Source: an optimization exercise on an open RTL-to-GDS flow (aim: small area). Production flows keep margins and buffers that such runs may drop.
Function was checked by simulation only, so behaviour that the tests miss may differ from the original.
Power is estimated from default activity; no workload was simulated.

==> design.v <==
module id_stage (
  input  logic        clk,
  input  logic        rst,
  input  logic [31:0] instD,
  input  logic [31:0] pcD,
  input  logic [31:0] pcplus4D,
  input  logic        regwriteW,
  input  logic [4:0]  rdW,
  input  logic [31:0] resultW,
  input  logic        flushE,
  output logic        regwriteE,
  output logic        memwriteE,
  output logic        resultsrcE,
  output logic        branchE,
  output logic        alusrcE,
  output logic [2:0]  alucontrolE,
  output logic [31:0] rd1E,
  output logic [31:0] rd2E,
  output logic [31:0] immextE,
  output logic [31:0] pcE,
  output logic [31:0] pcplus4E,
  output logic [4:0]  rs1E,
  output logic [4:0]  rs2E,
  output logic [4:0]  rdE
);
  localparam logic [6:0] OP_R      = 7'b0110011;
  localparam logic [6:0] OP_I_ALU  = 7'b0010011;
  localparam logic [6:0] OP_LOAD   = 7'b0000011;
  localparam logic [6:0] OP_STORE  = 7'b0100011;
  localparam logic [6:0] OP_BRANCH = 7'b1100011;
  localparam logic [2:0] ALU_ADD = 3'b000;
  localparam logic [2:0] ALU_SUB = 3'b001;
  localparam logic [2:0] ALU_AND = 3'b010;
  localparam logic [2:0] ALU_OR  = 3'b011;
  localparam logic [2:0] ALU_SLT = 3'b101;
  logic [6:0] opcode;
  logic [2:0] funct3;
  assign opcode = instD[6:0];
  assign funct3 = instD[14:12];
  function automatic logic [2:0] alu_from_funct3(input logic [2:0] f3, input logic sub_sel);
    case (f3)
      3'b000:  alu_from_funct3 = sub_sel ? ALU_SUB : ALU_ADD;
      3'b111:  alu_from_funct3 = ALU_AND;
      3'b110:  alu_from_funct3 = ALU_OR;
      3'b010:  alu_from_funct3 = ALU_SLT;
      default: alu_from_funct3 = ALU_ADD;
    endcase
  endfunction
  logic        rf_wen;
  logic [31:1] rf_we;
  logic [31:1] rf_vld;
  logic [31:0] rf_q [1:31];
  assign rf_wen = regwriteW && (rdW != 5'd0);
  logic [31:1] rf_nwe;
  logic [31:0] rf_d [1:31];
  genvar g;
  generate
    for (g = 1; g < 32; g++) begin : g_rf
      assign rf_we[g]  = rf_wen && (rdW == g);
      assign rf_nwe[g] = ~rf_we[g];
      rf_hold u_hold (.q(rf_q[g]), .w(resultW), .we(rf_we[g]), .nwe(rf_nwe[g]), .d(rf_d[g]));
      always_ff @(posedge clk) rf_q[g] <= rf_d[g];
    end
  endgenerate
  always_ff @(posedge clk or posedge rst) begin
    if (rst) rf_vld <= '0;
    else     rf_vld <= rf_vld | rf_we;
  end
  logic       live;         
  logic       regwrite_q, memwrite_q, resultsrc_q, branch_q, alusrc_q;
  logic [2:0] alucontrol_q;
  logic [4:0] rs1_q, rs2_q, rd_q;
  logic [6:0] hi_q;         
  logic [31:0] pc_q, pcplus4_q;
  logic       regwrite_d, memwrite_d, resultsrc_d, branch_d, alusrc_d;
  logic [2:0] alucontrol_d;
  always_comb begin
    regwrite_d   = 1'b0;
    memwrite_d   = 1'b0;
    resultsrc_d  = 1'b0;
    branch_d     = 1'b0;
    alusrc_d     = 1'b0;
    alucontrol_d = ALU_ADD;
    case (opcode)
      OP_R: begin
        regwrite_d   = 1'b1;
        alucontrol_d = alu_from_funct3(funct3, instD[30]);
      end
      OP_I_ALU: begin
        regwrite_d   = 1'b1;
        alusrc_d     = 1'b1;
        alucontrol_d = alu_from_funct3(funct3, 1'b0);
      end
      OP_LOAD: begin
        regwrite_d   = 1'b1;
        alusrc_d     = 1'b1;
        resultsrc_d  = 1'b1;
      end
      OP_STORE: begin
        alusrc_d     = 1'b1;
        memwrite_d   = 1'b1;
      end
      OP_BRANCH: begin
        branch_d     = 1'b1;
        alucontrol_d = ALU_SUB;
      end
      default: ;
    endcase
  end
  always_ff @(posedge clk or posedge rst) begin
    if (rst) begin
      live         <= 1'b0;
      regwrite_q   <= 1'b0;
      memwrite_q   <= 1'b0;
      resultsrc_q  <= 1'b0;
      branch_q     <= 1'b0;
      alusrc_q     <= 1'b0;
      alucontrol_q <= '0;
    end else if (flushE) begin
      live         <= 1'b0;
      regwrite_q   <= 1'b0;
      memwrite_q   <= 1'b0;
      resultsrc_q  <= 1'b0;
      branch_q     <= 1'b0;
      alusrc_q     <= 1'b0;
      alucontrol_q <= '0;
    end else begin
      live         <= 1'b1;
      regwrite_q   <= regwrite_d;
      memwrite_q   <= memwrite_d;
      resultsrc_q  <= resultsrc_d;
      branch_q     <= branch_d;
      alusrc_q     <= alusrc_d;
      alucontrol_q <= alucontrol_d;
    end
  end
  always_ff @(posedge clk) begin
    rs1_q     <= instD[19:15];
    rs2_q     <= instD[24:20];
    rd_q      <= instD[11:7];
    hi_q      <= instD[31:25];
    pc_q      <= pcD;
    pcplus4_q <= pcplus4D;
  end
  assign regwriteE   = regwrite_q;
  assign memwriteE   = memwrite_q;
  assign resultsrcE  = resultsrc_q;
  assign branchE     = branch_q;
  assign alusrcE     = alusrc_q;
  assign alucontrolE = alucontrol_q;
  assign rs1E     = rs1_q     & {5{live}};
  assign rs2E     = rs2_q     & {5{live}};
  assign rdE      = rd_q      & {5{live}};
  assign pcE      = pc_q      & {32{live}};
  assign pcplus4E = pcplus4_q & {32{live}};
  logic imm_i, imm_s, imm_b, imm_any;
  assign imm_i   = alusrc_q & ~memwrite_q;
  assign imm_s   = memwrite_q;
  assign imm_b   = branch_q;
  assign imm_any = alusrc_q | branch_q;
  assign immextE[0]     = (imm_i & rs2_q[0]) | (imm_s & rd_q[0]);
  assign immextE[4:1]   = ({4{imm_i}} & rs2_q[4:1]) | ({4{imm_s | imm_b}} & rd_q[4:1]);
  assign immextE[10:5]  = {6{imm_any}} & hi_q[5:0];
  assign immextE[11]    = ((imm_i | imm_s) & hi_q[6]) | (imm_b & rd_q[0]);
  assign immextE[31:12] = {20{imm_any & hi_q[6]}};
  logic [31:1] sel1, sel2;
  always_comb begin
    for (int i = 1; i < 32; i++) begin
      sel1[i] = live && rf_vld[i] && (rs1_q == i);
      sel2[i] = live && rf_vld[i] && (rs2_q == i);
    end
  end
  logic [32*31-1:0] rf_flat;
  always_comb for (int i = 1; i < 32; i++) rf_flat[32*(i-1) +: 32] = rf_q[i];
  rf_read u_rd1 (.sel(sel1), .data(rf_flat), .y(rd1E));
  rf_read u_rd2 (.sel(sel2), .data(rf_flat), .y(rd2E));
endmodule
module rf_hold (
  input  logic [31:0] q,
  input  logic [31:0] w,
  input  logic        we,
  input  logic        nwe,
  output logic [31:0] d
);
  assign d = (q & {32{nwe}}) | (w & {32{we}});
endmodule
module rf_read (
  input  logic [31:1]       sel,
  input  logic [32*31-1:0]  data,
  output logic [31:0]       y
);
  genvar b, i;
  generate
    for (b = 0; b < 32; b++) begin : g_bit
      logic [31:1] col;
      for (i = 1; i < 32; i++) begin : g_col
        assign col[i] = data[32*(i-1) + b];
      end
      rf_read_bit u_bit (.s(sel), .d(col), .y(y[b]));
    end
  endgenerate
endmodule
module rf_read_bit (
  input  logic [31:1] s,
  input  logic [31:1] d,
  output logic        y
);
  logic [10:0] n;
  genvar k;
  generate
    for (k = 0; k < 10; k++) begin : g_aoi
      rf_aoi222 u_aoi (.a1(s[3*k+1]), .a2(d[3*k+1]), .b1(s[3*k+2]), .b2(d[3*k+2]),
                       .c1(s[3*k+3]), .c2(d[3*k+3]), .y(n[k]));
    end
  endgenerate
  rf_nand2 u_last (.a(s[31]), .b(d[31]), .y(n[10]));
  assign y = ~(&n);
endmodule
module rf_aoi222 (
  input  logic a1, a2, b1, b2, c1, c2,
  output logic y
);
  assign y = ~((a1 & a2) | (b1 & b2) | (c1 & c2));
endmodule
module rf_nand2 (
  input  logic a, b,
  output logic y
);
  assign y = ~(a & b);
endmodule
==> run.sh <==
#!/bin/bash
# synth_recipe.tcl (not shown) runs the flow's synth.tcl, then flattens the netlist and writes it again
# the make line also repeats each setting of config.mk as NAME=value (left out here)
make -C /OpenROAD-flow-scripts/flow DESIGN_CONFIG=/design/flow/config.mk WORK_HOME=/design/flow/orfs CLKGATE_MAP_FILE= SYNTH_SCRIPT=/design/flow/synth_recipe.tcl finish
==> config.mk <==
export PLATFORM = sky130hd
export DESIGN_NAME = id_stage
export DESIGN_NICKNAME = id_stage
export VERILOG_FILES = /design/flow/design.v
export SDC_FILE = /design/flow/constraint.sdc
export NUM_CORES = 4
export LEC_CHECK = 0
export CAP_MARGIN = 20
export CORE_MARGIN = 2
export CORE_UTILIZATION = 40
export SLEW_MARGIN = 20
export SYNTH_HIERARCHICAL = 1
==> constraint.sdc <==
create_clock -name core_clock -period 5.0 [get_ports {clk}]
set_input_delay 1.0000 -clock core_clock [delete_from_list [all_inputs] [get_ports {clk}]]
set_output_delay 1.0000 -clock core_clock [all_outputs]
set_load 0.01 [all_outputs]
==> summary.txt, run 1 <==
Hold path
  – Startpoint of the worst hold path: rf_vld[25]$_DFF_PP0_
  – Hold path endpoint: rf_vld[25]$_DFF_PP0_
  – Classification of the worst-slack hold path: reg2reg
  – Min-Delay Path Depth: 1

Run status
  – Run status: failed layout checks
  – Violated checks: negative setup slack

Setup path
  – Arrival @ worst endpoint: ~4.2 ns
  – Number of cells traversed by the worst register-to-register path: 1
  – Worst reg2reg path endpoint: rf_vld[11]$_DFF_PP0_
  – Kind of critical path: reg2out
  – Startpoint of the worst setup timing path: rs1_q[1]$_DFF_P_
  – Required time of the critical path: about 4.0 ns
  – Launch point of the worst reg-to-reg path: rf_vld[11]$_DFF_PP0_
  – Max Fanout on Critical Path: 25
  – Sort of element at the start of the critical path: flip-flop
  – Reg2Reg Setup Slack: 4.06 ns
  – Type of destination of the critical path: output port

Power and ir drop
  – Proportion of total power due to net switching: 25.9%
  – Leakage power summed over all cells: ~20 nW
  – Worst vdd ir: 288 uV
  – Combinational cell fraction of total power: between 10% and 20%
  – Total power density per cell area: ~450 nW/um^2
  – Net switching power of the design: between 6 and 7 mW
  – Relative contribution of the clock network to total power: a little under two fifths
  – Sequential power share: about 51%
  – Design internal power: between 15 and 20 mW

Synth
  – Main flop type after synthesis: sky130_fd_sc_hd__dfxtp_1
  – Mean instance size in the synthesized netlist: approximately 12 um^2
  – Number of instances in the synthesized netlist: approximately 3600
  – Post-synthesis register bit count: about 1100
  – FFs w/ async S/R, synth: between 3 and 4%
  – Unique cell type count in the Yosys netlist: 35
  – Syn Nets: 3748
  – Area share of the largest cell type after synthesis: around half
  – Number of synthesized flops with an enable pin: 0
  – Main area contributors after synthesis: sky130_fd_sc_hd__dfxtp_1 (49%), sky130_fd_sc_hd__a22o_1 (19%), sky130_fd_sc_hd__a222oi_1 (15%), sky130_fd_sc_hd__buf_6 (4.8%), sky130_fd_sc_hd__dfrtp_1 (2.3%)
  – Yosys top cell by area: sky130_fd_sc_hd__dfxtp_1
  – Count of warnings emitted by yosys: 10
  – Cell area after synthesis: ~44000 um^2
  – Sequential share of the synthesized area: around 52%

Global route
  – Via count of the first global-routing pass: 38494
  – Grt ovf: 0
  – First-pass GRT wire length: 284 mm
  – Global Route Usage Sum: between 30% and 40%
  – Initial antenna violation count: 15
  – Pin count of the biggest net entering global routing: 41

Final layout
  – Sequential cell area: about 23000 um^2
  – Layout cells sized above 1: 13.4%
  – Layout Utilization: 48.3%
  – Signed area change from the synthesized netlist to the final layout: 19.9%
  – Total of fill cells in the finished design: between 9000 and 10000
  – Net count reported at finish: approximately 4200
  – Final non-filler cell total: around 5500
  – Multi-input logic area: between 15000 and 20000 um^2

STA
  – Crit path setup slack, layout: -0.172 ns
  – Top achievable clock speed: 193 MHz
  – Setup_tns: -1.80 ns
  – Final number of hold-violating endpoints: 0
  – Final period util: 103%
  – Setup repair after global routing missed its margin: yes
  – Slew at the pin with the worst max-slew slack: around 1.2 ns
  – Time the final worst path needs with I/O delays and setup: approximately 5.2 ns
  – Number of max-slew violations in the final report: 0
  – Worst clock skew on the final layout: 0 ns
  – Slew Limit Headroom: between 10% and 20%
  – Setup Viol. Count Final: 29

Placement
  – GPL Wtd Cong: approximately 0.95
  – DP Wirelength: 123 mm
  – Number of cells in the design after placement: between 5000 and 6000
  – Port buffer count: 319

Routing
  – DRT Wirelength: 209 mm
  – Number of nets with antenna violations after detailed routing: 0
  – Vias/cell: 7.56
  – Detailed Routing Iterations Pass 1: 14
  – Wirelength per Cell: 37.8 um
  – Via total after detailed routing: approximately 42000
  – DRC violation total after the first TritonRoute iteration: approximately 9800
  – Drc violations: 0

Floorplan
  – Die outline area: approximately 110000 um^2
  – Std cell rows: between 100 and 150
  – Die Y: 335 um
  – Core ar.: roughly 110000 um^2
  – I/O pin total: 320
  – Die outline width: 335 um
  – Starting Density: about two fifths

Clock network
  – Total clock sinks: between 1000 and 1500
  – Worst-Skew Late Latency: 0.71 ns
  – Clock tree buffer depth: 3
  – Clock-pin slew on the worst setup and hold paths: around 0.060 ns
  – CTS Hold Buffers Added: 0
  – Number of buffers inserted during clock tree synthesis: ~120
  – H-tree level count: 3
  – Root buffer selected by CTS: sky130_fd_sc_hd__clkbuf_16
  – TritonCTS clock tree: yes

Job
  – Maxcap violations: 0
==> modules after synthesis (local to each module, per instance), a selection <==
module	cells inside	flip-flops and latches
rf_read_bit	4	0
rf_nand2	1	0
rf_hold	38	0
rf_aoi222	1	0
id_stage	1473	1118
==> layer usage <==
metal | vias up | track usage [%] | share of wire [%]
met3 | 865 | 11.6 | 15
met4 | 8 | 19.6 | 7.0
met2 | 3899 | 49.9 | 41
met1 | 20368 | 44.9 | 37
li1 | 16689 | - | -
met5 | - | 0 | 0.061
==> placed cells by master, fill, tap and decap left out, types with 44 or more instances in the layout <==
cell and instances:
sky130_fd_sc_hd__dfxtp_1 1077, sky130_fd_sc_hd__and2_1 82, sky130_fd_sc_hd__nand2_1 74, sky130_fd_sc_hd__nand3_1 67, sky130_fd_sc_hd__clkbuf_16 120, sky130_fd_sc_hd__a222oi_1 640
sky130_fd_sc_hd__and3_4 44, sky130_fd_sc_hd__a22o_2 62, sky130_fd_sc_hd__buf_4 158, sky130_fd_sc_hd__nand4_1 129, sky130_fd_sc_hd__a22o_1 935, sky130_fd_sc_hd__or3_1 64
sky130_fd_sc_hd__clkdlybuf4s50_1 316
==> through the flow <==
step                hold slack, ns  instance area (um^2)  worst slack [ns]  power (mW)
floorplan                    0.440                 43700              1.77        13.5
global placement             0.461                 48000             0.483        14.5
detailed placement           0.462                 48000             0.497        14.6
CTS                          0.489                 52100           -0.0266        23.5
global route                 0.510                 52400           -0.0866        24.3
finish                       0.494                 52400            -0.172        23.7
==> cell type report <==
cell class,count,share of cell area (%)
antenna,9,0.0430
clock buffer,177,6.77
clock inverter,34,0.719
inverter,36,0.258
multi-input combinational,2248,36.5
sequential,1118,43.1
tap,1414,3.38
timing repair buffer,500,9.17
==> power groups by stage <==
stage	Sequential [mW]	Clock (mW)	Combinational, mW
after global routing	12.1	9.35	2.83
after CTS	11.9	8.99	2.63
after detailed placement	12.0	0	2.62
after global placement	12.0	0	2.55
after floorplan	11.7	0	1.84
final	12.0	8.98	2.69
==> how the worst max path moves through the flow <==
stage / endpoint / cells past startpoint
after global placement: rd2E[26] / 8
final: rd1E[20] / 7
after CTS: rd1E[16] / 8
after floorplan: rd1E[0] / 7
after global routing: rd1E[15] / 7
after detailed placement: rd2E[26] / 8
==> repair_timing <==
item	in CTS	in global routing
endpoints found under the setup margin	64	52
pin swaps	3	19
resized for setup	40	23
gates cloned	2	8
setup buffers	0	11
==> registers in the layout (all words and copies together), names as in the netlist <==
register and cells:
rf_q 992, pc_q 32, pcplus4_q 32, rf_vld 31, hi_q 7, rd_q 5, rs1_q 5, rs2_q 5
alucontrol_q 3, alusrc_q 1, branch_q 1, live 1, memwrite_q 1, regwrite_q 1, resultsrc_q 1
==> synth_stat cells (3+ instances only) <==
| cell | count |
|---|---|
| sky130_fd_sc_hd__nand3_1 | 67 |
| sky130_fd_sc_hd__buf_6 | 187 |
| sky130_fd_sc_hd__nor2b_1 | 19 |
| sky130_fd_sc_hd__dfrtp_1 | 40 |
| sky130_fd_sc_hd__or3_1 | 64 |
| sky130_fd_sc_hd__nand2b_1 | 31 |
| sky130_fd_sc_hd__nor4b_1 | 3 |
| sky130_fd_sc_hd__a222oi_1 | 640 |
| sky130_fd_sc_hd__buf_4 | 19 |
| sky130_fd_sc_hd__nor2_2 | 3 |
| sky130_fd_sc_hd__a22o_1 | 935 |
| sky130_fd_sc_hd__and4bb_2 | 3 |
| sky130_fd_sc_hd__nor3_1 | 3 |
| sky130_fd_sc_hd__nor2_1 | 10 |
| sky130_fd_sc_hd__nand4_1 | 129 |
| sky130_fd_sc_hd__clkbuf_1 | 11 |
| sky130_fd_sc_hd__inv_1 | 36 |
| sky130_fd_sc_hd__nor3b_1 | 5 |
| sky130_fd_sc_hd__and2_1 | 83 |
| sky130_fd_sc_hd__nand2_1 | 103 |
| sky130_fd_sc_hd__dfxtp_1 | 1078 |
| sky130_fd_sc_hd__and3_1 | 66 |
| sky130_fd_sc_hd__and4b_1 | 3 |
| sky130_fd_sc_hd__a22o_2 | 62 |
==> worst max-delay path, cell delays in order, from the launching register on <==
cell                              delay, ns
sky130_fd_sc_hd__dfxtp_1               0.48
sky130_fd_sc_hd__and2_1                0.56
sky130_fd_sc_hd__and3_2                1.01
sky130_fd_sc_hd__buf_4                 0.33
sky130_fd_sc_hd__a222oi_1              0.12
sky130_fd_sc_hd__nand3_1               0.17
sky130_fd_sc_hd__or3_1                 0.17
sky130_fd_sc_hd__clkdlybuf4s50_1       0.55
==> cell families after synthesis <==
| kind of cell | count (synthesis) | share of synthesized area [%] |
|---|---|---|
| AO/OA/AOI/OAI | 1640 | 34.9 |
| buffers and inverters | 255 | 5.57 |
| AND/OR/NAND/NOR | 598 | 7.87 |
| flip-flops | 1118 | 51.7 |
==> run 2: changes to the inputs <==
--- a/design.v
+++ b/design.v
@@ -70,5 +70,8 @@
   logic       regwrite_q, memwrite_q, resultsrc_q, branch_q, alusrc_q;
   logic [2:0] alucontrol_q;
-  logic [4:0] rs1_q, rs2_q, rd_q;
+  logic [4:0] rd_q;
+  logic [3:0] rs1_lo, rs2_lo;
+  logic [7:0] rs1_hi, rs2_hi;
+  logic [4:0] rs1_b, rs2_b;    
   logic [6:0] hi_q;         
   logic [31:0] pc_q, pcplus4_q;
@@ -111,4 +114,6 @@
     if (rst) begin
       live         <= 1'b0;
+      rs1_lo       <= '0;
+      rs2_lo       <= '0;
       regwrite_q   <= 1'b0;
       memwrite_q   <= 1'b0;
@@ -119,4 +124,6 @@
     end else if (flushE) begin
       live         <= 1'b0;
+      rs1_lo       <= '0;
+      rs2_lo       <= '0;
       regwrite_q   <= 1'b0;
       memwrite_q   <= 1'b0;
@@ -127,4 +134,6 @@
     end else begin
       live         <= 1'b1;
+      rs1_lo       <= 4'b0001 << instD[16:15];
+      rs2_lo       <= 4'b0001 << instD[21:20];
       regwrite_q   <= regwrite_d;
       memwrite_q   <= memwrite_d;
@@ -136,6 +145,6 @@
   end
   always_ff @(posedge clk) begin
-    rs1_q     <= instD[19:15];
-    rs2_q     <= instD[24:20];
+    rs1_hi    <= 8'b0000_0001 << instD[19:17];
+    rs2_hi    <= 8'b0000_0001 << instD[24:22];
     rd_q      <= instD[11:7];
     hi_q      <= instD[31:25];
@@ -149,6 +158,10 @@
   assign alusrcE     = alusrc_q;
   assign alucontrolE = alucontrol_q;
-  assign rs1E     = rs1_q     & {5{live}};
-  assign rs2E     = rs2_q     & {5{live}};
+  assign rs1_b = {|rs1_hi[7:4], |{rs1_hi[7:6], rs1_hi[3:2]}, |{rs1_hi[7], rs1_hi[5], rs1_hi[3], rs1_hi[1]},
+                  rs1_lo[3] | rs1_lo[2], rs1_lo[3] | rs1_lo[1]};
+  assign rs2_b = {|rs2_hi[7:4], |{rs2_hi[7:6], rs2_hi[3:2]}, |{rs2_hi[7], rs2_hi[5], rs2_hi[3], rs2_hi[1]},
+                  rs2_lo[3] | rs2_lo[2], rs2_lo[3] | rs2_lo[1]};
+  assign rs1E     = {rs1_b[4:2] & {3{live}}, rs1_b[1:0]};
+  assign rs2E     = {rs2_b[4:2] & {3{live}}, rs2_b[1:0]};
   assign rdE      = rd_q      & {5{live}};
   assign pcE      = pc_q      & {32{live}};
@@ -159,6 +172,6 @@
   assign imm_b   = branch_q;
   assign imm_any = alusrc_q | branch_q;
-  assign immextE[0]     = (imm_i & rs2_q[0]) | (imm_s & rd_q[0]);
-  assign immextE[4:1]   = ({4{imm_i}} & rs2_q[4:1]) | ({4{imm_s | imm_b}} & rd_q[4:1]);
+  assign immextE[0]     = (imm_i & rs2_b[0]) | (imm_s & rd_q[0]);
+  assign immextE[4:1]   = ({4{imm_i}} & rs2_b[4:1]) | ({4{imm_s | imm_b}} & rd_q[4:1]);
   assign immextE[10:5]  = {6{imm_any}} & hi_q[5:0];
   assign immextE[11]    = ((imm_i | imm_s) & hi_q[6]) | (imm_b & rd_q[0]);
@@ -167,6 +180,6 @@
   always_comb begin
     for (int i = 1; i < 32; i++) begin
-      sel1[i] = live && rf_vld[i] && (rs1_q == i);
-      sel2[i] = live && rf_vld[i] && (rs2_q == i);
+      sel1[i] = rs1_lo[i % 4] && rs1_hi[i / 4] && rf_vld[i];
+      sel2[i] = rs2_lo[i % 4] && rs2_hi[i / 4] && rf_vld[i];
     end
   end
==> flow/run.sh (new file) <==
#!/bin/bash
export BUFFER_PORTS_ARGS="-buffer_cell sky130_fd_sc_hd__buf_1"
export CTS_ARGS="-sink_clustering_enable -repair_clock_nets -dont_use_dummy_load -buf_list sky130_fd_sc_hd__clkbuf_16 -sink_clustering_size 25 -sink_clustering_max_diameter 80"
bash standard.sh > standard.log 2>&1
==> standard.sh (new file) <==
#!/bin/bash
# synth_recipe.tcl (not shown) runs the flow's synth.tcl, then flattens the netlist and writes it again
# the make line also repeats each setting of config.mk as NAME=value (left out here)
make -C /OpenROAD-flow-scripts/flow DESIGN_CONFIG=/design/flow/config.mk WORK_HOME=/design/flow/orfs CLKGATE_MAP_FILE= SYNTH_SCRIPT=/design/flow/synth_recipe.tcl "${@:-finish}"
removed: run.sh
==> summary.txt, run 2 <==
Job
  – Maxcap violations: 0 (unchanged)

Synth
  – Area share of the largest cell type after synthesis: 49.3% (was 49.4%)
  – Syn Nets: 3760 (was 3748)
  – Mean instance size in the synthesized netlist: 12.1 um^2 (about the same)
  – Post-synthesis register bit count: 1132 (was 1118)
  – FFs w/ async S/R, synth: 4.24% (was 3.58%)
  – Count of warnings emitted by yosys: 10 (unchanged)
  – Yosys top cell by area: sky130_fd_sc_hd__dfxtp_1 (unchanged)
  – Number of synthesized flops with an enable pin: 0 (unchanged)
  – Post-synth top cells: sky130_fd_sc_hd__dfxtp_1 (1084), sky130_fd_sc_hd__a22o_1 (930), sky130_fd_sc_hd__a222oi_1 (640) (was sky130_fd_sc_hd__dfxtp_1 (1078), sky130_fd_sc_hd__a22o_1 (935), sky130_fd_sc_hd__a222oi_1 (640))
  – Cell area after synthesis: 44000 um^2 (was 43700 um^2)
  – Unique cell type count in the Yosys netlist: 35 (unchanged)
  – Number of instances in the synthesized netlist: 3623 (was 3611)
  – Main flop type after synthesis: sky130_fd_sc_hd__dfxtp_1 (unchanged)
  – Main area contributors after synthesis: sky130_fd_sc_hd__dfxtp_1 (49%), sky130_fd_sc_hd__a22o_1 (19%), sky130_fd_sc_hd__a222oi_1 (15%), sky130_fd_sc_hd__buf_6 (4.8%), sky130_fd_sc_hd__dfrtp_1 (2.7%) (was sky130_fd_sc_hd__dfxtp_1 (49%), sky130_fd_sc_hd__a22o_1 (19%), sky130_fd_sc_hd__a222oi_1 (15%), sky130_fd_sc_hd__buf_6 (4.8%), sky130_fd_sc_hd__dfrtp_1 (2.3%))
  – Cell with the most instances after synthesis: sky130_fd_sc_hd__dfxtp_1 (unchanged)
  – Sequential share of the synthesized area: 52.0% (was 51.7%)

STA
  – Slew Limit Headroom: 12.6% (was 17.4%)
  – Worst clock skew on the final layout: 0 ns (unchanged)
  – Top achievable clock speed: 214 MHz (was 193 MHz)
  – Setup_tns: 0 ns (was -1.80 ns)
  – Time the final worst path needs with I/O delays and setup: 4.68 ns (was 5.17 ns)
  – Setup repair after global routing missed its margin: no (was yes)
  – Slew at the pin with the worst max-slew slack: 1.31 ns (was 1.24 ns)
  – Number of max-slew violations in the final report: 0 (unchanged)
  – Setup Viol. Count Final: 0 (was 29)
  – Final period util: 93.6% (was 103%)
  – Final number of hold-violating endpoints: 0 (unchanged)

Placement
  – GPL Wtd Cong: 0.934 (was 0.950)
  – Placed inst area: 45800 um^2 (was 48000 um^2)
  – DP Wirelength: 121 mm (was 123 mm)
  – Port buffer count: 319 (unchanged)

Power and ir drop
  – Relative contribution of the clock network to total power: 24.9% (was 38.0%)
  – Worst vdd ir: 229 uV (was 288 uV)
  – Sequential power share: 62.3% (was 50.7%)
  – Leakage power summed over all cells: 18.0 nW (was 20.2 nW)
  – Power consumption: 19.4 mW (was 23.7 mW)
  – Proportion of total power due to net switching: 27.4% (was 25.9%)
  – Combinational cell fraction of total power: 12.8% (was 11.4%)
  – Design internal power: 14.1 mW (was 17.5 mW)
  – Total power density per cell area: 412 nW/um^2 (was 452 nW/um^2)
  – Net switching power of the design: 5.33 mW (was 6.12 mW)

Final layout
  – Signed area change from the synthesized netlist to the final layout: 7.14% (was 19.9%)
  – Commonest cells after routing, fill and taps aside: sky130_fd_sc_hd__dfxtp_1 (1084), sky130_fd_sc_hd__a22o_1 (930), sky130_fd_sc_hd__a222oi_1 (640) (was sky130_fd_sc_hd__dfxtp_1 (1077), sky130_fd_sc_hd__a22o_1 (935), sky130_fd_sc_hd__a222oi_1 (640))
  – Largest register FFs: 992 (unchanged)
  – Net count reported at finish: 4042 (was 4157)
  – Layout cells sized above 1: 8.63% (was 13.4%)
  – Final std cell area, no fill: 47200 um^2 (was 52400 um^2)
  – Registers with the most flip-flops: rf_q: 992 flops, pc_q: 32 flops, pcplus4_q: 32 flops (unchanged)
  – Commonest non-fill, non-tap cell in the layout: sky130_fd_sc_hd__dfxtp_1 (unchanged)
  – Register ranked first by flip-flop count: rf_q (unchanged)
  – Total of fill cells in the finished design: 10339 (was 9750)

Floorplan
  – Die outline area: 113000 um^2 (was 112000 um^2)
  – Die Y: 336 um (was 335 um)
  – Die outline width: 336 um (was 335 um)
  – I/O pin total: 320 (unchanged)
  – Core ar.: 109000 um^2 (about the same)
  – Starting Density: 40.4% (was 40.3%)
  – Std cell rows: 121 (unchanged)

Global route
  – Pin count of the biggest net entering global routing: 76 (was 41)
  – Global Route Usage Sum: 32.1% (was 34.5%)
  – Via count of the first global-routing pass: 36680 (was 38494)
  – Grt ovf: 0 (unchanged)
  – Initial antenna violation count: 19 (was 15)
  – First-pass GRT wire length: 270 mm (was 284 mm)

Routing
  – Wirelength per Cell: 35.9 um (was 37.8 um)
  – Number of nets with antenna violations after detailed routing: 0 (unchanged)
  – Drc violations: 0 (unchanged)
  – Uppermost routed layer: met5 (unchanged)
  – DRT Wirelength: 191 mm (was 209 mm)
  – Vias/cell: 7.56 (about the same)
  – Sum of met2 wire segment lengths after detailed routing: 79.7 mm (was 85.6 mm)
  – Total routed wire length on the met1 layer: 73.3 mm (was 77.0 mm)
  – DRC violation total after the first TritonRoute iteration: 9619 (was 9771)
  – Total length of routed met3 wires: 27.2 mm (was 31.7 mm)
  – Detailed Routing Iterations Pass 1: 15 (was 14)
  – Via total after detailed routing: 40265 (was 41829)

Setup path
  – Kind of critical path: reg2out (unchanged)
  – Worst reg2reg path endpoint: rf_q[8][31]$_DFF_P_ (was rf_vld[11]$_DFF_PP0_)
  – Startpoint of the worst setup timing path: rs2_lo[0]$_DFF_PP0_ (was rs1_q[1]$_DFF_P_)
  – Max Fanout on Critical Path: 32 (was 25)
  – Number of cells traversed by the worst register-to-register path: 1 (unchanged)
  – Launch point of the worst reg-to-reg path: rf_q[8][31]$_DFF_P_ (was rf_vld[11]$_DFF_PP0_)
  – Sort of element at the start of the critical path: flip-flop (unchanged)
  – Type of destination of the critical path: output port (unchanged)
  – Arrival @ worst endpoint: 3.68 ns (was 4.17 ns)
  – Required time of the critical path: 4.00 ns (about the same)
  – Capture point of the worst path: rd2E[6] (was rd1E[20])
  – Reg2Reg Setup Slack: 4.26 ns (was 4.06 ns)

Clock network
  – TritonCTS clock tree: yes (unchanged)
  – Clock-pin slew on the worst setup and hold paths: 0.10 ns (was 0.06 ns)
  – Number of post-CTS setup repair buffers: 0 (unchanged)
  – Number of buffers inserted during clock tree synthesis: 53 (was 116)
  – CTS Hold Buffers Added: 0 (unchanged)
  – Post-CTS resize count: 0 (was 40)
  – Worst-Skew Late Latency: 0.70 ns (was 0.71 ns)
  – H-tree level count: 2 (was 3)
  – Total clock sinks: 1132 (was 1118)
  – Clock tree buffer depth: 3 (unchanged)
  – Root buffer selected by CTS: sky130_fd_sc_hd__clkbuf_16 (unchanged)

Hold path
  – Classification of the worst-slack hold path: in2reg (was reg2reg)

Run status
  – Run status: no timing/DRC/antenna violations (was failed layout checks)
[run 2: cell count changes after synthesis, sizes merged, moves of 3 or more]
cell   delta
a22o      -5
and2     -13
and3b     +4
dfrtp     +8
dfxtp     +6
nand3     -3
nor2      -3
nor2b     -5
nor3b     +5
nor4      +4
o21ai     +9
o41a      +3
[run 2: stage by stage]
step                      std cells  hold slack (ns)  setup WS (ns)  utilization (%)
after floorplan                3623            0.440           2.23                -
after global placement         5264            0.458           1.28             42.0
after detailed placement       5264            0.462           1.27             42.0
after CTS                      5317            0.339          0.493             43.2
after global routing           5320            0.356          0.398             43.2
final                          5326            0.378          0.321             43.3
[run 2: Yosys stat by module, one instance, submodules excluded, excerpt]
| module | copies in the design | flops+latches |
|---|---|---|
| id_stage | 1 | 1132 |
| rf_aoi222 | 640 | 0 |
| rf_hold | 31 | 0 |
| rf_nand2 | 64 | 0 |
| rf_read_bit | 64 | 0 |
[run 2: kinds of logic (layout without fill, tap and decap cells)]
family	after synthesis	count (layout)	share of synthesized area, %
other cells	0	9	0
buf+inv	254	534	5.54
flops	1132	1132	52.0
compound gates	1648	1648	34.7
simple gates	589	589	7.72
[run 2: worst min-delay path by stage]
stage / to / slack, ns / startpoint / depth (start not counted)
after global routing: pc_q[10]$_DFF_P_ / 0.36 / pcD[10] / 1
after detailed placement: rf_vld[4]$_DFF_PP0_ / 0.46 / rf_vld[4]$_DFF_PP0_ / 1
after floorplan: rf_vld[16]$_DFF_PP0_ / 0.44 / rf_vld[16]$_DFF_PP0_ / 1
after global placement: rf_vld[11]$_DFF_PP0_ / 0.46 / rf_vld[11]$_DFF_PP0_ / 1
final: pcplus4_q[15]$_DFF_P_ / 0.38 / pcplus4D[15] / 1
after CTS: pcplus4_q[26]$_DFF_P_ / 0.34 / pcplus4D[26] / 1
[run 2: cell type report]
cell class              instances  area (um^2)  share of cell area (%)
repair buffers                445         2200                    4.66
diodes                          9         22.5                  0.0478
multi-input cells            2237        18800                    39.9
well taps                    1414         1770                    3.75
flip-flops and latches       1132        22900                    48.6
inverters                      36          136                   0.289
clock buffers                  53         1330                    2.81
[run 2: metal layers]
metal	vias to the layer above	track usage, %
met2	3476	47.0
li1	16344	-
met3	614	8.70
met5	-	0
met1	19813	43.6
met4	18	15.5
[run 2: power groups by stage]
stage / clock, mW / combinational, mW / sequential, mW
floorplan: 0 / 1.84 / 11.8
global placement: 0 / 2.38 / 12.2
detailed placement: 0 / 2.45 / 12.2
CTS: 4.89 / 2.45 / 12.0
global route: 5.17 / 2.64 / 12.3
finish: 4.84 / 2.49 / 12.1
[run 2: critical path: stages, from the launching register on]
cell	delay (ns)
sky130_fd_sc_hd__dfrtp_1	0.49
sky130_fd_sc_hd__and3_2	0.58
sky130_fd_sc_hd__a222oi_1	0.85
sky130_fd_sc_hd__nand4_1	0.32
sky130_fd_sc_hd__or3_1	0.53
sky130_fd_sc_hd__buf_1	0.16
==> run 3: changes to the inputs <==
--- a/config.mk
+++ b/config.mk
@@ -8,5 +8,5 @@
 export CAP_MARGIN = 20
 export CORE_MARGIN = 2
-export CORE_UTILIZATION = 40
+export CORE_UTILIZATION = 55
 export SLEW_MARGIN = 20
 export SYNTH_HIERARCHICAL = 1
==> summary.txt, run 3 <==
Run status
  – Run status: no timing/DRC/antenna violations (unchanged)

Placement
  – Number of cells in the design after placement: 4932 (was 5264)
  – Port buffer count: 319 (unchanged)
  – GPL Wtd Cong: 1.04 (was 0.934)
  – DP Wirelength: 112 mm (was 121 mm)

Power and ir drop
  – Proportion of total power due to net switching: 27.4% (about the same)
  – Design internal power: 14.2 mW (was 14.1 mW)
  – Relative contribution of the clock network to total power: 24.8% (was 24.9%)
  – Net switching power of the design: 5.34 mW (was 5.33 mW)
  – Combinational cell fraction of total power: 12.9% (was 12.8%)
  – Worst vdd ir: 303 uV (was 229 uV)
  – Sequential power share: 62.3% (about the same)
  – Total power density per cell area: 417 nW/um^2 (was 412 nW/um^2)
  – Leakage power summed over all cells: 18.1 nW (was 18.0 nW)

Clock network
  – Clock tree buffer depth: 3 (unchanged)
  – CTS Hold Buffers Added: 0 (unchanged)
  – TritonCTS clock tree: yes (unchanged)
  – Number of post-CTS setup repair buffers: 0 (unchanged)
  – Number of buffers inserted during clock tree synthesis: 54 (was 53)
  – Clock-pin slew on the worst setup and hold paths: 0.09 ns (was 0.10 ns)
  – Total clock sinks: 1132 (unchanged)
  – Worst-Skew Late Latency: 0.66 ns (was 0.70 ns)
  – H-tree level count: 2 (unchanged)
  – Post-CTS resize count: 0 (unchanged)
  – Root buffer selected by CTS: sky130_fd_sc_hd__clkbuf_16 (unchanged)

STA
  – Setup Viol. Count Final: 0 (unchanged)
  – Worst clock skew on the final layout: 0 ns (unchanged)
  – Top achievable clock speed: 210 MHz (was 214 MHz)
  – Final number of hold-violating endpoints: 0 (unchanged)
  – Setup_tns: 0 ns (unchanged)
  – Slew at the pin with the worst max-slew slack: 1.22 ns (was 1.31 ns)
  – Setup repair after global routing missed its margin: no (unchanged)
  – Time the final worst path needs with I/O delays and setup: 4.76 ns (was 4.68 ns)
  – Number of max-slew violations in the final report: 0 (unchanged)
  – Final period util: 95.3% (was 93.6%)
  – Slew Limit Headroom: 18.5% (was 12.6%)

Setup path
  – Reg2Reg Setup Slack: 4.21 ns (was 4.26 ns)
  – Type of destination of the critical path: output port (unchanged)
  – Kind of critical path: reg2out (unchanged)
  – Sort of element at the start of the critical path: flip-flop (unchanged)
  – Number of buffer and inverter instances along the worst setup path: 2 (was 1)
  – Worst reg2reg path endpoint: rf_q[6][4]$_DFF_P_ (was rf_q[8][31]$_DFF_P_)
  – Number of cells traversed by the worst register-to-register path: 1 (unchanged)
  – Crit path largest cell delay: 0.76 ns (was 0.85 ns)
  – Family with the most delay on the worst path: simple AND/OR/NAND/NOR gates (unchanged)
  – Launch point of the worst reg-to-reg path: rf_q[6][4]$_DFF_P_ (was rf_q[8][31]$_DFF_P_)
  – Required time of the critical path: 4.00 ns (about the same)
  – Sequence of cells on the critical path: and3_1 -> buf_4 -> a222oi_1 -> nand4_1 -> or3_1 -> buf_1 (was and3_2 -> a222oi_1 -> nand4_1 -> or3_1 -> buf_1)
  – Max Fanout on Critical Path: 32 (unchanged)
  – Slowest-stage cell, CP: sky130_fd_sc_hd__a222oi_1 (unchanged)
  – Arrival @ worst endpoint: 3.76 ns (was 3.68 ns)

Final layout
  – Registers with the most flip-flops: rf_q: 992 flops, pc_q: 32 flops, pcplus4_q: 32 flops (unchanged)
  – Layout cells sized above 1: 7.22% (was 8.63%)
  – Signed area change from the synthesized netlist to the final layout: 6.30% (was 7.14%)
  – Total of fill cells in the finished design: 6554 (was 10339)
  – Commonest cells after routing, fill and taps aside: sky130_fd_sc_hd__dfxtp_1 (1084), sky130_fd_sc_hd__a22o_1 (930), sky130_fd_sc_hd__a222oi_1 (640) (unchanged)
  – Largest register FFs: 992 (unchanged)
  – Net count reported at finish: 4075 (was 4042)
  – Commonest non-fill, non-tap cell in the layout: sky130_fd_sc_hd__dfxtp_1 (unchanged)
  – Final non-filler cell total: 4990 (was 5326)
  – Register ranked first by flip-flop count: rf_q (unchanged)

Global route
  – First-pass GRT wire length: 268 mm (was 270 mm)
  – Pin count of the biggest net entering global routing: 76 (unchanged)
  – Global Route Usage Sum: 43.5% (was 32.1%)
  – Grt ovf: 0 (unchanged)
  – Via count of the first global-routing pass: 39802 (was 36680)
  – Initial antenna violation count: 8 (was 19)

Synth
  – Syn Nets: 3760 (unchanged)
  – Unique cell type count in the Yosys netlist: 35 (unchanged)
  – Main flop type after synthesis: sky130_fd_sc_hd__dfxtp_1 (unchanged)
  – FFs w/ async S/R, synth: 4.24% (unchanged)
  – Mean instance size in the synthesized netlist: 12.1 um^2 (unchanged)
  – Yosys top cell by area: sky130_fd_sc_hd__dfxtp_1 (unchanged)
  – Cell area after synthesis: 44000 um^2 (unchanged)
  – Main area contributors after synthesis: sky130_fd_sc_hd__dfxtp_1 (49%), sky130_fd_sc_hd__a22o_1 (19%), sky130_fd_sc_hd__a222oi_1 (15%), sky130_fd_sc_hd__buf_6 (4.8%), sky130_fd_sc_hd__dfrtp_1 (2.7%) (unchanged)
  – Post-synth top cells: sky130_fd_sc_hd__dfxtp_1 (1084), sky130_fd_sc_hd__a22o_1 (930), sky130_fd_sc_hd__a222oi_1 (640) (unchanged)
  – Area share of the largest cell type after synthesis: 49.3% (unchanged)
  – Number of synthesized flops with an enable pin: 0 (unchanged)
  – Number of instances in the synthesized netlist: 3623 (unchanged)
  – Sequential share of the synthesized area: 52.0% (unchanged)
  – Post-synthesis register bit count: 1132 (unchanged)
  – Count of warnings emitted by yosys: 10 (unchanged)
  – Cell with the most instances after synthesis: sky130_fd_sc_hd__dfxtp_1 (unchanged)

Routing
  – Drc violations: 0 (unchanged)
  – Number of nets with antenna violations after detailed routing: 0 (unchanged)
  – Via total after detailed routing: 41276 (was 40265)
  – Vias/cell: 8.27 (was 7.56)
  – Wirelength per Cell: 37.7 um (was 35.9 um)
  – Detailed Routing Iterations Pass 1: 15 (unchanged)
  – DRT Wirelength: 188 mm (was 191 mm)
  – DRC violation total after the first TritonRoute iteration: 11421 (was 9619)

Hold path
  – Startpoint of the worst hold path: pcD[4] (was pcplus4D[15])
  – Classification of the worst-slack hold path: in2reg (unchanged)
  – Min-Delay Path Depth: 1 (unchanged)
  – Hold path endpoint: pc_q[4]$_DFF_P_ (was pcplus4_q[15]$_DFF_P_)

Floorplan
  – Die outline area: 82300 um^2 (was 113000 um^2)
  – Std cell rows: 103 (was 121)
  – Die outline width: 287 um (was 336 um)
  – I/O pin total: 320 (unchanged)
  – Core ar.: 79100 um^2 (was 109000 um^2)
  – Die Y: 287 um (was 336 um)
  – Starting Density: 55.6% (was 40.4%)

Job
  – Maxcap violations: 0 (unchanged)
## run 3: cell counts after synthesis
Identical to the previous run, type by type.
## run 3: how the worst max path moves through the flow
| stage | startpoint | end | slack [ns] | cells past startpoint |
|---|---|---|---|---|
| global route | rs1_lo[2]$_DFF_PP0_ | rd1E[31] | 0.28 | 6 |
| CTS | rs1_lo[2]$_DFF_PP0_ | rd1E[17] | 0.59 | 6 |
| floorplan | rs1_lo[2]$_DFF_PP0_ | rd1E[0] | 2.23 | 4 |
| finish | rs1_lo[2]$_DFF_PP0_ | rd1E[31] | 0.24 | 6 |
| detailed placement | rs1_lo[2]$_DFF_PP0_ | rd1E[17] | 1.28 | 6 |
| global placement | rs2_lo[1]$_DFF_PP0_ | rd2E[0] | 1.36 | 6 |
## run 3: logic make-up (layout without fill, tap and decap cells)
kind of cell           after synthesis  count (layout)  synth area share (%)
flip-flops                        1132            1132                  52.0
buffers and inverters              254             567                  5.54
AO/OA/AOI/OAI                     1648            1648                  34.7
other                                0               4                     0
AND/OR/NAND/NOR                    589             589                  7.72
## run 3: through the flow
stage                     utilization (%)  hold slack (ns)  worst slack (ns)  total power [mW]  area (um^2)
after floorplan                         -            0.440              2.23              13.6        44000
after global placement               57.4            0.458              1.36              14.5        45400
after detailed placement             57.4            0.463              1.28              14.7        45400
after CTS                            59.1            0.400             0.594              19.3        46800
after global routing                 59.1            0.399             0.278              20.1        46800
final                                59.1            0.413             0.235              19.5        46800
## run 3: metal layers
| metal | part of all wire [%] | GRT usage, % |
|---|---|---|
| met3 | 15 | 14.0 |
| met4 | 8.0 | 29.0 |
| met2 | 42 | 64.2 |
| met1 | 35 | 54.4 |
| met5 | 0.026 | 0.407 |
## run 3: power groups by stage
| stage | registers (mW) | logic (mW) | clock network (mW) |
|---|---|---|---|
| floorplan | 11.8 | 1.84 | 0 |
| global placement | 12.1 | 2.36 | 0 |
| detailed placement | 12.2 | 2.45 | 0 |
| CTS | 12.0 | 2.46 | 4.83 |
| global route | 12.3 | 2.66 | 5.13 |
| finish | 12.1 | 2.52 | 4.83 |
## run 3: per-module statistics from Yosys, one instance, submodules excluded, excerpt
| module | times used | cells inside | area [um^2] |
|---|---|---|---|
| id_stage | 1 | 1485 | 25000 |
| rf_hold | 31 | 38 | 350 |
| rf_read_bit | 64 | 4 | 23.8 |
| rf_aoi222 | 640 | 1 | 10.0 |
| rf_nand2 | 64 | 1 | 3.75 |
## run 3: cell type report
type / count / area [um^2] / area share (%)
sequential: 1132 / 22900 / 49.0
timing repair buffer: 477 / 2400 / 5.12
inverter: 36 / 136 / 0.292
multi-input combinational: 2237 / 18700 / 39.9
clock buffer: 54 / 1350 / 2.89
antenna: 4 / 10.0 / 0.0214
tap: 1050 / 1310 / 2.81
==> run 4: changes to the inputs <==
--- a/design.v
+++ b/design.v
@@ -196,5 +196,19 @@
   output logic [31:0] d
 );
-  assign d = (q & {32{nwe}}) | (w & {32{we}});
+  genvar b;
+  generate
+    for (b = 0; b < 32; b++) begin : g_bit
+      rf_hold_bit u_bit (.q(q[b]), .w(w[b]), .we(we), .nwe(nwe), .d(d[b]));
+    end
+  endgenerate
+endmodule
+module rf_hold_bit (
+  input  logic q,
+  input  logic w,
+  input  logic we,
+  input  logic nwe,
+  output logic d
+);
+  assign d = (q & nwe) | (w & we);
 endmodule
 module rf_read (
--- a/config.mk
+++ b/config.mk
@@ -8,5 +8,5 @@
 export CAP_MARGIN = 20
 export CORE_MARGIN = 2
-export CORE_UTILIZATION = 55
+export CORE_UTILIZATION = 40
 export SLEW_MARGIN = 20
 export SYNTH_HIERARCHICAL = 1
==> summary.txt, run 4 <==
Run status
  – Run status: no timing/DRC/antenna violations (unchanged)

Setup path
  – Reg2Reg Setup Slack: 4.28 ns (was 4.21 ns)
  – Launch point of the worst reg-to-reg path: rf_vld[4]$_DFF_PP0_ (was rf_q[6][4]$_DFF_P_)
  – Number of cells traversed by the worst register-to-register path: 1 (unchanged)
  – Kind of critical path: reg2out (unchanged)
  – Startpoint of the worst setup timing path: rs2_lo[3]$_DFF_PP0_ (was rs1_lo[2]$_DFF_PP0_)
  – Max Fanout on Critical Path: 18 (was 32)
  – Worst reg2reg path endpoint: rf_vld[4]$_DFF_PP0_ (was rf_q[6][4]$_DFF_P_)
  – Required time of the critical path: 4.00 ns (about the same)
  – Sequence of cells on the critical path: and3_1 -> buf_4 -> a222oi_1 -> nand4_1 -> or3_1 -> buf_1 (unchanged)
  – Type of destination of the critical path: output port (unchanged)
  – Capture point of the worst path: rd2E[11] (was rd1E[31])
  – Arrival @ worst endpoint: 3.95 ns (was 3.76 ns)
  – Slowest-stage cell, CP: sky130_fd_sc_hd__and3_1 (was sky130_fd_sc_hd__a222oi_1)
  – Sort of element at the start of the critical path: flip-flop (unchanged)
  – Crit path largest cell delay: 0.66 ns (was 0.76 ns)

STA
  – Worst clock skew on the final layout: 0 ns (unchanged)
  – Top achievable clock speed: 202 MHz (was 210 MHz)
  – Number of max-slew violations in the final report: 0 (unchanged)
  – Time the final worst path needs with I/O delays and setup: 4.95 ns (was 4.76 ns)
  – Slew at the pin with the worst max-slew slack: 1.32 ns (was 1.22 ns)
  – Setup repair after global routing missed its margin: no (unchanged)
  – Crit path setup slack, layout: 0.0487 ns (was 0.235 ns)
  – Final number of hold-violating endpoints: 0 (unchanged)
  – Slew Limit Headroom: 12.2% (was 18.5%)
  – Final period util: 99.0% (was 95.3%)
  – Setup_tns: 0 ns (unchanged)
  – Smallest hold slack: 0.237 ns (was 0.413 ns)
  – Setup Viol. Count Final: 0 (unchanged)

Clock network
  – H-tree level count: 2 (unchanged)
  – Post-CTS resize count: 0 (unchanged)
  – Clock-pin slew on the worst setup and hold paths: 0.08 ns (was 0.09 ns)
  – Worst-Skew Late Latency: 0.73 ns (was 0.66 ns)
  – Clock tree buffer depth: 3 (unchanged)
  – Number of post-CTS setup repair buffers: 0 (unchanged)
  – Number of buffers inserted during clock tree synthesis: 57 (was 54)
  – TritonCTS clock tree: yes (unchanged)
  – Root buffer selected by CTS: sky130_fd_sc_hd__clkbuf_16 (unchanged)
  – CTS Hold Buffers Added: 0 (unchanged)
  – Total clock sinks: 1132 (unchanged)

Final layout
  – Signed area change from the synthesized netlist to the final layout: 12.3% (was 6.30%)
  – Net count reported at finish: 4019 (was 4075)
  – Largest register FFs: 992 (unchanged)
  – Registers with the most flip-flops: rf_q: 992 flops, pc_q: 32 flops, pcplus4_q: 32 flops (unchanged)
  – Register ranked first by flip-flop count: rf_q (unchanged)
  – Commonest non-fill, non-tap cell in the layout: sky130_fd_sc_hd__dfxtp_1 (unchanged)
  – Layout cells sized above 1: 6.73% (was 7.22%)
  – Multi-input logic area: 18700 um^2 (about the same)
  – Commonest cells after routing, fill and taps aside: sky130_fd_sc_hd__dfxtp_1 (1084), sky130_fd_sc_hd__a22o_1 (992), sky130_fd_sc_hd__a222oi_1 (640) (was sky130_fd_sc_hd__dfxtp_1 (1084), sky130_fd_sc_hd__a22o_1 (930), sky130_fd_sc_hd__a222oi_1 (640))
  – Total of fill cells in the finished design: 9696 (was 6554)
  – Sequential cell area: 22900 um^2 (about the same)

Routing
  – DRT Wirelength: 198 mm (was 188 mm)
  – Drc violations: 0 (unchanged)
  – Wirelength per Cell: 37.6 um (was 37.7 um)
  – Vias/cell: 7.76 (was 8.27)
  – Detailed Routing Iterations Pass 1: 17 (was 15)
  – DRC violation total after the first TritonRoute iteration: 9463 (was 11421)
  – Number of nets with antenna violations after detailed routing: 0 (unchanged)
  – Via total after detailed routing: 40865 (was 41276)

Floorplan
  – Die outline area: 107000 um^2 (was 82300 um^2)
  – Std cell rows: 118 (was 103)
  – Die Y: 327 um (was 287 um)
  – Die outline width: 327 um (was 287 um)
  – I/O pin total: 320 (unchanged)
  – Starting Density: 40.4% (was 55.6%)
  – Core ar.: 104000 um^2 (was 79100 um^2)

Synth
  – Unique cell type count in the Yosys netlist: 34 (was 35)
  – Post-synth top cells: sky130_fd_sc_hd__dfxtp_1 (1084), sky130_fd_sc_hd__a22o_1 (992), sky130_fd_sc_hd__a222oi_1 (640) (was sky130_fd_sc_hd__dfxtp_1 (1084), sky130_fd_sc_hd__a22o_1 (930), sky130_fd_sc_hd__a222oi_1 (640))
  – FFs w/ async S/R, synth: 4.24% (unchanged)
  – Cell with the most instances after synthesis: sky130_fd_sc_hd__dfxtp_1 (unchanged)
  – Syn Nets: 3574 (was 3760)
  – Main flop type after synthesis: sky130_fd_sc_hd__dfxtp_1 (unchanged)
  – Post-synthesis register bit count: 1132 (unchanged)
  – Sequential share of the synthesized area: 54.7% (was 52.0%)
  – Yosys top cell by area: sky130_fd_sc_hd__dfxtp_1 (unchanged)
  – Main area contributors after synthesis: sky130_fd_sc_hd__dfxtp_1 (52%), sky130_fd_sc_hd__a22o_1 (21%), sky130_fd_sc_hd__a222oi_1 (15%), sky130_fd_sc_hd__dfrtp_1 (2.9%), sky130_fd_sc_hd__nand4_1 (1.9%) (was sky130_fd_sc_hd__dfxtp_1 (49%), sky130_fd_sc_hd__a22o_1 (19%), sky130_fd_sc_hd__a222oi_1 (15%), sky130_fd_sc_hd__buf_6 (4.8%), sky130_fd_sc_hd__dfrtp_1 (2.7%))
  – Count of warnings emitted by yosys: 10 (unchanged)
  – Number of synthesized flops with an enable pin: 0 (unchanged)
  – Area share of the largest cell type after synthesis: 51.9% (was 49.3%)
  – Mean instance size in the synthesized netlist: 12.2 um^2 (was 12.1 um^2)
  – Cell area after synthesis: 41800 um^2 (was 44000 um^2)
  – Number of instances in the synthesized netlist: 3437 (was 3623)

Power and ir drop
  – Leakage power summed over all cells: 17.8 nW (was 18.1 nW)
  – Total power density per cell area: 415 nW/um^2 (was 417 nW/um^2)
  – Worst vdd ir: 386 uV (was 303 uV)

Job
  – Maxcap violations: 0 (unchanged)

Global route
  – First-pass GRT wire length: 277 mm (was 268 mm)
  – Pin count of the biggest net entering global routing: 76 (unchanged)
  – Global Route Usage Sum: 34.9% (was 43.5%)
  – Grt ovf: 0 (unchanged)
  – Initial antenna violation count: 11 (was 8)
  – Via count of the first global-routing pass: 38244 (was 39802)

Hold path
  – Classification of the worst-slack hold path: in2async (was in2reg)

Placement
  – GPL Wtd Cong: 0.935 (was 1.04)
  – Pre-CTS setup slack: 0.988 ns (was 1.28 ns)
  – DP Wirelength: 113 mm (was 112 mm)
  – Port buffer count: 319 (unchanged)
## run 4: cell types whose count changed after synthesis
cell                     delta
sky130_fd_sc_hd__a22o_1    +62
sky130_fd_sc_hd__buf_6    -186
sky130_fd_sc_hd__a22o_2    -62
## run 4: per-module statistics from Yosys, one instance, submodules excluded, a selection
module,flip-flops and latches,cell area [um^2],cells inside
id_stage,1132,25000,1485
rf_nand2,0,3.75,1
rf_read_bit,0,23.8,4
rf_aoi222,0,10.0,1
rf_hold_bit,0,8.76,1
## run 4: kinds of logic (layout without fill, tap and decap cells)
kind of cell / after synthesis / after routing / synth area share, %
AO/OA/AOI/OAI: 1648 / 1648 / 36.3
flip-flops: 1132 / 1132 / 54.7
AND/OR/NAND/NOR: 589 / 589 / 8.12
buffers and inverters: 68 / 511 / 0.816
other: 0 / 5 / 0
## run 4: worst min path at each step
stage,from,end,cells after the start
global placement,rf_vld[7]$_DFF_PP0_,rf_vld[7]$_DFF_PP0_,1
floorplan,rf_vld[16]$_DFF_PP0_,rf_vld[16]$_DFF_PP0_,1
CTS,rst,alusrc_q$_DFF_PP0_,2
detailed placement,rf_vld[2]$_DFF_PP0_,rf_vld[2]$_DFF_PP0_,1
global route,rst,alusrc_q$_DFF_PP0_,2
finish,rst,alusrc_q$_DFF_PP0_,2
## run 4: cell type report
| cell class | count | share of cell area (%) |
|---|---|---|
| flip-flops and latches | 1132 | 48.7 |
| multi-input cells | 2237 | 39.9 |
| repair buffers | 418 | 4.36 |
| well taps | 1380 | 3.67 |
| clock buffers | 57 | 3.03 |
| inverters | 36 | 0.288 |
| diodes | 5 | 0.0266 |
## run 4: per-stage QoR
| stage | cell area (um^2) | std cells | power (mW) | utilization [%] |
|---|---|---|---|---|
| global route | 47000 | 5262 | 20.2 | 45.3 |
| CTS | 47000 | 5259 | 19.4 | 45.3 |
| floorplan | 41800 | 3437 | 13.6 | - |
| global placement | 45500 | 5202 | 14.5 | 43.9 |
| finish | 47000 | 5265 | 19.5 | 45.3 |
| detailed placement | 45500 | 5202 | 14.5 | 43.9 |
## run 4: routing by layer
metal | up-vias | routed length [um] | GRT usage [%]
met4 | 8 | 13200 | 21.4
met5 | - | 159 | 0.932
met1 | 19990 | 74100 | 46.4
met2 | 3872 | 79900 | 48.6
met3 | 707 | 30700 | 11.7
li1 | 16288 | - | -
## run 4: power breakdown
group,switching [mW],total [mW],internal [mW]
combinational,0.946,2.45,1.50
sequential,1.34,12.0,10.7
clock,3.01,5.03,2.03
## run 4: worst max-delay path, delay by kind of cell, from the launching register on
family / cells / cell delay, ns
buffers and inverters: 2 / 0.59
AOI/OAI and AO/OA: 1 / 0.38
and+or+nand+nor: 3 / 1.78
DFF: 1 / 0.52
==> run 5: changes to the inputs <==
--- a/config.mk
+++ b/config.mk
@@ -9,4 +9,5 @@
 export CORE_MARGIN = 2
 export CORE_UTILIZATION = 40
+export SETUP_SLACK_MARGIN = 0.1
 export SLEW_MARGIN = 20
 export SYNTH_HIERARCHICAL = 1
==> summary.txt, run 5 <==
Run status
  – Run status: no timing/DRC/antenna violations (unchanged)

Routing
  – Number of nets with antenna violations after detailed routing: 0 (unchanged)
  – Detailed Routing Iterations Pass 1: 14 (was 17)
  – Drc violations: 0 (unchanged)
  – Via total after detailed routing: 40789 (was 40865)
  – Wirelength per Cell: 37.6 um (about the same)
  – Vias/cell: 7.75 (was 7.76)
  – DRT Wirelength: 198 mm (about the same)
  – DRC violation total after the first TritonRoute iteration: 9474 (was 9463)

Floorplan
  – Starting Density: 40.4% (unchanged)
  – Std cell rows: 118 (unchanged)
  – I/O pin total: 320 (unchanged)
  – Die Y: 327 um (unchanged)
  – Core ar.: 104000 um^2 (unchanged)
  – Die outline area: 107000 um^2 (unchanged)
  – Die outline width: 327 um (unchanged)

STA
  – Setup_tns: 0 ns (unchanged)
  – Worst clock skew on the final layout: 0 ns (unchanged)
  – Smallest hold slack: 0.239 ns (was 0.237 ns)
  – Slew Limit Headroom: 10.5% (was 12.2%)
  – Number of max-slew violations in the final report: 0 (unchanged)
  – Slew at the pin with the worst max-slew slack: 1.34 ns (was 1.32 ns)
  – Final number of hold-violating endpoints: 0 (unchanged)
  – Final period util: 96.0% (was 99.0%)
  – Time the final worst path needs with I/O delays and setup: 4.80 ns (was 4.95 ns)
  – Crit path setup slack, layout: 0.202 ns (was 0.0487 ns)
  – Top achievable clock speed: 208 MHz (was 202 MHz)
  – Setup repair after global routing missed its margin: no (unchanged)
  – Setup Viol. Count Final: 0 (unchanged)

Synth
  – Number of synthesized flops with an enable pin: 0 (unchanged)
  – Post-synth top cells: sky130_fd_sc_hd__dfxtp_1 (1084), sky130_fd_sc_hd__a22o_1 (992), sky130_fd_sc_hd__a222oi_1 (640) (unchanged)
  – Syn Nets: 3574 (unchanged)
  – Area share of the largest cell type after synthesis: 51.9% (unchanged)
  – Yosys top cell by area: sky130_fd_sc_hd__dfxtp_1 (unchanged)
  – Cell with the most instances after synthesis: sky130_fd_sc_hd__dfxtp_1 (unchanged)
  – Unique cell type count in the Yosys netlist: 34 (unchanged)
  – Mean instance size in the synthesized netlist: 12.2 um^2 (unchanged)
  – Sequential share of the synthesized area: 54.7% (unchanged)
  – Main flop type after synthesis: sky130_fd_sc_hd__dfxtp_1 (unchanged)
  – Cell area after synthesis: 41800 um^2 (unchanged)
  – FFs w/ async S/R, synth: 4.24% (unchanged)
  – Count of warnings emitted by yosys: 10 (unchanged)
  – Number of instances in the synthesized netlist: 3437 (unchanged)
  – Main area contributors after synthesis: sky130_fd_sc_hd__dfxtp_1 (52%), sky130_fd_sc_hd__a22o_1 (21%), sky130_fd_sc_hd__a222oi_1 (15%), sky130_fd_sc_hd__dfrtp_1 (2.9%), sky130_fd_sc_hd__nand4_1 (1.9%) (unchanged)
  – Post-synthesis register bit count: 1132 (unchanged)

Setup path
  – Sort of element at the start of the critical path: flip-flop (unchanged)
  – Crit path largest cell delay: 0.62 ns (was 0.66 ns)
  – Number of buffer and inverter instances along the worst setup path: 2 (unchanged)
  – Max Fanout on Critical Path: 19 (was 18)
  – Arrival @ worst endpoint: 3.80 ns (was 3.95 ns)
  – Required time of the critical path: 4.00 ns (about the same)
  – Sequence of cells on the critical path: and3_2 -> buf_4 -> a222oi_1 -> nand4_1 -> or3_1 -> buf_1 (was and3_1 -> buf_4 -> a222oi_1 -> nand4_1 -> or3_1 -> buf_1)
  – Type of destination of the critical path: output port (unchanged)
  – Slowest-stage cell, CP: sky130_fd_sc_hd__nand4_1 (was sky130_fd_sc_hd__and3_1)
  – Kind of critical path: reg2out (unchanged)
  – Family with the most delay on the worst path: simple AND/OR/NAND/NOR gates (unchanged)

Final layout
  – Layout cells sized above 1: 6.75% (was 6.73%)
  – Largest register FFs: 992 (unchanged)
  – Registers with the most flip-flops: rf_q: 992 flops, pc_q: 32 flops, pcplus4_q: 32 flops (unchanged)
  – Commonest cells after routing, fill and taps aside: sky130_fd_sc_hd__dfxtp_1 (1084), sky130_fd_sc_hd__a22o_1 (992), sky130_fd_sc_hd__a222oi_1 (640) (unchanged)
  – Layout Utilization: 45.4% (was 45.3%)
  – Signed area change from the synthesized netlist to the final layout: 12.3% (about the same)
  – Register ranked first by flip-flop count: rf_q (unchanged)
  – Commonest non-fill, non-tap cell in the layout: sky130_fd_sc_hd__dfxtp_1 (unchanged)
  – Net count reported at finish: 4019 (unchanged)

Clock network
  – Total clock sinks: 1132 (unchanged)
  – Root buffer selected by CTS: sky130_fd_sc_hd__clkbuf_16 (unchanged)
  – Number of buffers inserted during clock tree synthesis: 57 (unchanged)
  – Clock-pin slew on the worst setup and hold paths: 0.08 ns (about the same)
  – H-tree level count: 2 (unchanged)
  – Worst-Skew Late Latency: 0.73 ns (about the same)
  – Clock tree buffer depth: 3 (unchanged)
  – TritonCTS clock tree: yes (unchanged)

Hold path
  – Classification of the worst-slack hold path: in2async (unchanged)

Power and ir drop
  – Combinational cell fraction of total power: 12.5% (about the same)
  – Worst vdd ir: 386 uV (about the same)
  – Total power density per cell area: 415 nW/um^2 (about the same)
  – Power consumption: 19.5 mW (about the same)
  – Proportion of total power due to net switching: 27.1% (about the same)
  – Net switching power of the design: 5.29 mW (about the same)
  – Design internal power: 14.2 mW (about the same)
  – Leakage power summed over all cells: 17.8 nW (about the same)
  – Relative contribution of the clock network to total power: 25.8% (about the same)
  – Sequential power share: 61.7% (about the same)

Global route
  – First-pass GRT wire length: 277 mm (unchanged)
  – Via count of the first global-routing pass: 38244 (unchanged)
  – Pin count of the biggest net entering global routing: 76 (unchanged)
  – Initial antenna violation count: 11 (unchanged)
  – Global Route Usage Sum: 34.9% (unchanged)
  – Grt ovf: 0 (unchanged)

Placement
  – Pre-CTS setup slack: 0.988 ns (unchanged)
  – DP Wirelength: 113 mm (unchanged)
  – GPL Wtd Cong: 0.935 (unchanged)
  – Port buffer count: 319 (unchanged)

Job
  – Maxcap violations: 0 (unchanged)
-- run 5: cell counts after synthesis --
Identical to the previous run, type by type.
-- run 5: final timing paths --
| kind | from | end | slack, ns | depth (start not counted) |
|---|---|---|---|---|
| setup / recovery | rs1_lo[3]$_DFF_PP0_ | rd1E[11] | 0.20 | 6 |
| hold / removal | rst | alusrc_q$_DFF_PP0_ | 0.24 | 2 |
| setup reg to reg | rf_q[8][24]$_DFF_P_ | rf_q[8][24]$_DFF_P_ | 4.28 | 1 |
| hold reg to reg | rf_vld[20]$_DFF_PP0_ | rf_vld[20]$_DFF_PP0_ | 0.48 | 1 |
| max in group asynchronous | rst | rf_vld[15]$_DFF_PP0_ | 3.95 | 3 |
| min in group core_clock | pcplus4D[8] | pcplus4_q[8]$_DFF_P_ | 0.37 | 1 |
-- run 5: layout make-up --
type,instances,area [um^2]
Sequential cell,1132,22900
Inverter,36,135
Tap cell,1380,1730
Fill cell,9696,56600
Timing Repair Buffer,418,2050
Antenna cell,6,15.0
Clock buffer,57,1430
Multi-Input combinational cell,2237,18700
-- run 5: metrics by stage --
step | cells | area, um^2
after global placement | 5202 | 45500
after CTS | 5259 | 47000
after global routing | 5262 | 47000
after detailed placement | 5202 | 45500
final | 5266 | 47000
after floorplan | 3437 | 41800
-- run 5: timing repair --
item / 4_1_cts / 5_1_grt
hold buffers: 0 / 0
endpoints found under the setup margin: 0 / 1
setup buffers: 0 / 0
hold endpoints to repair: 0 / 0
gates resized for setup: 0 / 1
-- run 5: metal layers --
metal | routed length [um] | up-vias | GRT usage [%]
li1 | - | 16290 | -
met1 | 74000 | 19892 | 46.4
met2 | 79700 | 3887 | 48.6
met3 | 30700 | 712 | 11.7
met4 | 13500 | 8 | 21.4
met5 | 180 | - | 0.932
-- run 5: power by group through the flow --
stage	combinational (mW)	sequential (mW)	clock [mW]
global route	2.60	12.2	5.35
CTS	2.41	12.0	5.06
global placement	2.34	12.1	0
floorplan	1.79	11.8	0
finish	2.45	12.0	5.04
detailed placement	2.41	12.1	0
-- run 5: kinds of logic after synthesis --
| kind of cell | share of synthesized area, % |
|---|---|
| buffers and inverters | 0.816 |
| AO/OA/AOI/OAI | 36.3 |
| AND/OR/NAND/NOR | 8.12 |
| flip-flops | 54.7 |
-- run 5: modules after synthesis (local to each module, per instance), excerpt --
module / area (um^2) / cells / flip-flops and latches
rf_read_bit: 23.8 / 4 / 0
rf_hold_bit: 8.76 / 1 / 0
id_stage: 25000 / 1485 / 1132
rf_aoi222: 10.0 / 1 / 0
rf_nand2: 3.75 / 1 / 0

[what the ideal ports hide]
In the flow no input, the clock included, has a driving cell. The finished layouts below were timed again as built, in two steps.
Step 1 sets driving cells, clkbuf_16 on the clock port and buf_2 on the other inputs (assumed; they add their load-dependent delay and slew).
Step 2 moves the port delays by t, midway between the first and last clock arrival at a register: inputs arrive t later, outputs are due t later. That takes back most of the time a late clock gives input paths.
Slacks: ideal ports / drivers / drivers and shift; pairs: ideal ports / drivers.
run | t (ns) | setup slack, ns | slew at the worst register clock pin (ns)
run 1 | 0.791 | -0.172 / -0.246 / 0.546 | 0.07 / 0.07
run 2 | 0.746 | 0.321 / 0.247 / 0.993 | 0.11 / 0.11
run 3 | 0.734 | 0.235 / 0.160 / 0.870 | 0.11 / 0.11
run 4 | 0.765 | 0.049 / -0.028 / 0.737 | 0.11 / 0.11
run 5 | 0.766 | 0.202 / 0.125 / 0.891 | 0.11 / 0.11
